Context: an optimization exercise on an open-source flow, tuned for small area, a short achievable clock period and few clock cycles per item. The choices shown serve that exercise and are no tape-out recipe.
RTL that was checked went through simulation tests only; none was proved equivalent to the original.

==> inputs of job 9227 <==
// rgb_to_hsv_converter_top
module rgb_to_hsv_converter_top (
  input  logic        clk,
  input  logic        rst,
  input  logic        push,
  input  logic [31:0] pixel,
  output logic        full,
  output logic        empty,
  input  logic        pop,
  output logic [39:0] hsv
);
  logic en;
  logic s0_vld;
  logic [31:0] s0_pix;
  logic s1_vld;
  logic [7:0] s1_alpha;
  logic [7:0] s1_mx;
  logic [7:0] s1_d;
  logic [1:0] s1_hq;
  logic [7:0] s1_hr;
  logic [1:0] s1_m3;
  logic s2_vld;
  logic [7:0] s2_alpha;
  logic [7:0] s2_mx;
  logic [7:0] s2_d;
  logic [3:0] s2_hq;
  logic [7:0] s2_hr;
  logic [1:0] s2_m3;
  logic s3_vld;
  logic [7:0] s3_alpha;
  logic [7:0] s3_mx;
  logic [7:0] s3_d;
  logic [5:0] s3_hq;
  logic [7:0] s3_hr;
  logic [1:0] s3_m3;
  logic s4_vld;
  logic [7:0] s4_alpha;
  logic [7:0] s4_mx;
  logic [7:0] s4_d;
  logic [7:0] s4_hq;
  logic [7:0] s4_hr;
  logic [1:0] s4_m3;
  logic [7:0] s4_sr;
  logic s4_sq;
  logic s5_vld;
  logic [7:0] s5_alpha;
  logic [7:0] s5_mx;
  logic [7:0] s5_d;
  logic [9:0] s5_hq;
  logic [7:0] s5_hr;
  logic [1:0] s5_m3;
  logic [7:0] s5_sr;
  logic [2:0] s5_sq;
  logic s6_vld;
  logic [7:0] s6_alpha;
  logic [7:0] s6_mx;
  logic [7:0] s6_d;
  logic [11:0] s6_hq;
  logic [7:0] s6_hr;
  logic [1:0] s6_m3;
  logic [7:0] s6_sr;
  logic [4:0] s6_sq;
  logic s7_vld;
  logic [7:0] s7_alpha;
  logic [7:0] s7_mx;
  logic [7:0] s7_d;
  logic [13:0] s7_hq;
  logic [7:0] s7_hr;
  logic [1:0] s7_m3;
  logic [7:0] s7_sr;
  logic [6:0] s7_sq;
  logic s8_vld;
  logic [7:0] s8_alpha;
  logic [7:0] s8_mx;
  logic [15:0] s8_hue;
  logic [7:0] s8_sat;
  assign en    = !s8_vld || pop;
  assign full  = !en;
  assign empty = !s8_vld;
  ...
Settings: LEC_CHECK=0, CAP_MARGIN=20, CORE_MARGIN=2, CORE_UTILIZATION=40, SETUP_SLACK_MARGIN=5.0, SLEW_MARGIN=20; clock period 8.5 ns.
run.sh (not shown) runs the stock make flow with config.mk's settings and CLKGATE_MAP_FILE= SYNTH_SCRIPT=/design/flow/synth_recipe.tcl, a recipe that flattens the netlist after the stock synthesis.
==> inputs of job 8558, as changes to job 9227 <==
- SETUP_SLACK_MARGIN: 5.0 -> unset
==> summary.txt <==
Against job 9227, the sequential share of layout area of job 8558 is higher by 5.9 points.
Of job 8558 and job 9227, job 9227 has the higher routed wire length (gap 14%, measured against job 9227).
Between job 8558 and job 9227, the lower setup slack is in job 8558 (gap 1.5 ns).
Global-route usage: job 8558 is lower than job 9227 (1.7 points).
Between job 8558 and job 9227, the lower clock skew is in job 8558 (gap 0.0012 ns).
In synthesized cell count, job 8558 and job 9227 do not differ.
Die area is the same in job 9227 and job 8558.
==> figures <==
	job 9227	job 8558
GRT Resource Usage Total	0.176	0.159
Launch point of the worst hold path	s4_hq[4]	s5_hq[0]
Required time reported for the critical path endpoint	8.84 ns	8.85 ns
Number of global-route vias before repair	18300	16800
Critical path destination	s1_hr[2]	s1_hr[5]
Detailed-routed wire length on met2	30900 um	25300 um
Post-Place Worst Slack	2.54 ns	2.53 ns
Cell type taking the most area	multi-input combinational cells	flip-flops and latches
Resized cells post-CTS	265	0
Routing usage on met2	0.329	0.283
Worst reg2reg path depth	21	20
Multi-input combinational area share	0.420	0.406
Worst path depth	21	20
Non-clock buffer share	0.0914	0.0291
Outcome	timing/DRC/antenna clean	timing/DRC/antenna clean
Testbench counts of job 9227, summed over its fixed seeds: cycles 8,264, items 8,192.
Testbench counts of job 8558, summed over its fixed seeds: cycles 8,264, items 8,192.

* * *

==> yarrow <==
rgb_to_hsv_converter_top, a different RTL version from the one above (not shown whole).
==> flow/design.v (excerpt) <==
module rgb_to_hsv_converter_top (
  input  logic        clk,
  input  logic        rst,
  input  logic        push,
  input  logic [31:0] pixel,
  output logic        full,
  output logic        empty,
  input  logic        pop,
  output logic [39:0] hsv
);
==> flow/config.mk <==
export PLATFORM = sky130hd
export DESIGN_NAME = rgb_to_hsv_converter_top
export DESIGN_NICKNAME = rgb_to_hsv_converter_top
export VERILOG_FILES = /design/flow/design.v
export SDC_FILE = /design/flow/constraint.sdc
export NUM_CORES = 4
export LEC_CHECK = 0
export CAP_MARGIN = 20
export CORE_MARGIN = 2
export CORE_UTILIZATION = 55
export CTS_BUF_LIST = sky130_fd_sc_hd__clkbuf_8
export PLACE_DENSITY = 0.8
export SETUP_SLACK_MARGIN = 4.0
export SLEW_MARGIN = 20
==> flow/constraint.sdc <==
create_clock -name core_clock -period 8.5 [get_ports {clk}]
set_input_delay 1.7000 -clock core_clock [delete_from_list [all_inputs] [get_ports {clk}]]
set_output_delay 1.7000 -clock core_clock [all_outputs]
set_load 0.01 [all_outputs]
==> raven (differences from yarrow) <==
--- a/flow/design.v
+++ b/flow/design.v
@@ -196,19 +196,19 @@
   assign c_1 =  ge_gr & !ge_br;    
   assign c_2 = !ge_bg &  ge_br;    
   assign c_3 =  ge_bg & !ge_rg;    
   assign c_4 = !ge_rb &  ge_rg;    
   assign c_5 =  ge_rb & !ge_gb;    
   logic [7:0] c1_mx, c1_mn, c1_mid;
   logic [1:0] c1_m30;
   logic c1_hq0;
-  assign c1_mx  = ({8{c_1 | c_2}} & f_g) | ({8{c_3 | c_4}} & f_b) | ({8{!(c_1 | c_2 | c_3 | c_4)}} & f_r);
-  assign c1_mn  = ({8{c_4 | c_5}} & f_g) | ({8{c_0 | c_1}} & f_b) | ({8{!(c_0 | c_1 | c_4 | c_5)}} & f_r);
-  assign c1_mid = ({8{c_0 | c_3}} & f_g) | ({8{c_2 | c_5}} & f_b) | ({8{!(c_0 | c_2 | c_3 | c_5)}} & f_r);
+  assign c1_mx  = (c_1 | c_2) ? f_g : (c_3 | c_4) ? f_b : f_r;
+  assign c1_mn  = (c_2 | c_3) ? f_r : (c_4 | c_5) ? f_g : (c_0 | c_1) ? f_b : f_r;
+  assign c1_mid = (c_0 | c_3) ? f_g : (c_1 | c_4) ? f_r : (c_2 | c_5) ? f_b : f_r;
   assign c1_m30 = {c_2 | c_5, c_1 | c_4};
   assign c1_hq0 = c_3 | c_4 | c_5;
   logic [7:0] c2_d0, c2_ea, c2_eb, c2_hr0;
   logic c2_odd;
   assign c2_d0  = s1_mn + ~s1_mx;
   assign c2_odd = s1_hq ^ s1_m3[0];
   assign c2_ea  = c2_odd ? s1_mx : s1_mid;
   assign c2_eb  = c2_odd ? s1_mid : s1_mn;
Settings changed: CORE_UTILIZATION 55 to 60, PLACE_DENSITY 0.8 to 0.85.
==> delta (differences from yarrow) <==
--- a/flow/design.v
+++ b/flow/design.v
@@ -196,19 +196,19 @@
   assign c_1 =  ge_gr & !ge_br;    
   assign c_2 = !ge_bg &  ge_br;    
   assign c_3 =  ge_bg & !ge_rg;    
   assign c_4 = !ge_rb &  ge_rg;    
   assign c_5 =  ge_rb & !ge_gb;    
   logic [7:0] c1_mx, c1_mn, c1_mid;
   logic [1:0] c1_m30;
   logic c1_hq0;
-  assign c1_mx  = ({8{c_1 | c_2}} & f_g) | ({8{c_3 | c_4}} & f_b) | ({8{!(c_1 | c_2 | c_3 | c_4)}} & f_r);
-  assign c1_mn  = ({8{c_4 | c_5}} & f_g) | ({8{c_0 | c_1}} & f_b) | ({8{!(c_0 | c_1 | c_4 | c_5)}} & f_r);
-  assign c1_mid = ({8{c_0 | c_3}} & f_g) | ({8{c_2 | c_5}} & f_b) | ({8{!(c_0 | c_2 | c_3 | c_5)}} & f_r);
+  assign c1_mx  = (c_1 | c_2) ? f_g : (c_3 | c_4) ? f_b : f_r;
+  assign c1_mn  = (c_2 | c_3) ? f_r : (c_4 | c_5) ? f_g : (c_0 | c_1) ? f_b : f_r;
+  assign c1_mid = (c_0 | c_3) ? f_g : (c_1 | c_4) ? f_r : (c_2 | c_5) ? f_b : f_r;
   assign c1_m30 = {c_2 | c_5, c_1 | c_4};
   assign c1_hq0 = c_3 | c_4 | c_5;
   logic [7:0] c2_d0, c2_ea, c2_eb, c2_hr0;
   logic c2_odd;
   assign c2_d0  = s1_mn + ~s1_mx;
   assign c2_odd = s1_hq ^ s1_m3[0];
   assign c2_ea  = c2_odd ? s1_mx : s1_mid;
   assign c2_eb  = c2_odd ? s1_mid : s1_mn;
Settings changed: TNS_END_PERCENT set to 20.
==> results.toml <==
[sta]
fin_skew_ns = 0.02639

[routing]
viasPerCell = 5.898

[floorplan]
num_rows = 74

[status]
status = "timing/DRC/antenna clean"

[worst_setup_path]
critPathMaxFanout = 10
the above is filed under raven

==> results.toml <==
[routing]
viasPerCell = 5.796

[sta]
fin_skew_ns = 0.02685
holdWs_ns = 0.4074

[status]
status = "timing/DRC/antenna clean"

[worst_setup_path]
critPathMaxFanout = 8

[floorplan]
num_rows = 77
the above is filed under delta

==> results.toml <==
[status]
status = "timing/DRC/antenna clean"

[sta]
fin_skew_ns = 0.03253

[routing]
viasPerCell = 5.766

[worst_setup_path]
critPathMaxFanout = 10

[floorplan]
num_rows = 77

[layout]
top_regs = "s9_hue: 16 flops, s8_hq: 14 flops, s7_hq: 12 flops"
the above is filed under yarrow

Testbench counts of raven, summed over its fixed seeds: cycles 8,264, items 8,192.
Testbench counts of delta, summed over its fixed seeds: cycles 8,264, items 8,192.
No functional check of the RTL was part of yarrow.

## port drivers added, routing unchanged
In the flow no input, the clock included, has a driving cell. The finished layouts below were timed again as built, in two steps.
Step 1, drivers: a clkbuf_16 drives clk and a buf_2 each remaining input, both assumed.
Step 2 adds t to the input delays and takes it off the output delays; t is the mean of the earliest and latest rising clock arrival at the registers after step 1. Input paths then give back, and output paths get back, about the clock's delay inside the block.
a / b / c = no drivers / after step 1 / after step 2; a / b = the first two.
run	t, ns	slack for setup (ns)	worst hold slack (ns)
job 9227	0.648	4.026 / 4.026 / 4.026	0.404 / 0.404 / 0.404
job 8558	0.651	2.491 / 2.491 / 2.491	0.416 / 0.416 / 0.416
yarrow	0.671	4.174 / 4.193 / 3.530	0.403 / 0.403 / 0.403
raven	0.662	4.124 / 4.089 / 3.699	0.401 / 0.401 / 0.401
delta	0.680	4.033 / 4.033 / 3.565	0.407 / 0.407 / 0.407
After both steps setup and hold are still met in every run listed. For yarrow, which loses most, drivers alone change the setup slack by +0.019 ns; drivers and shift together by -0.644 ns.
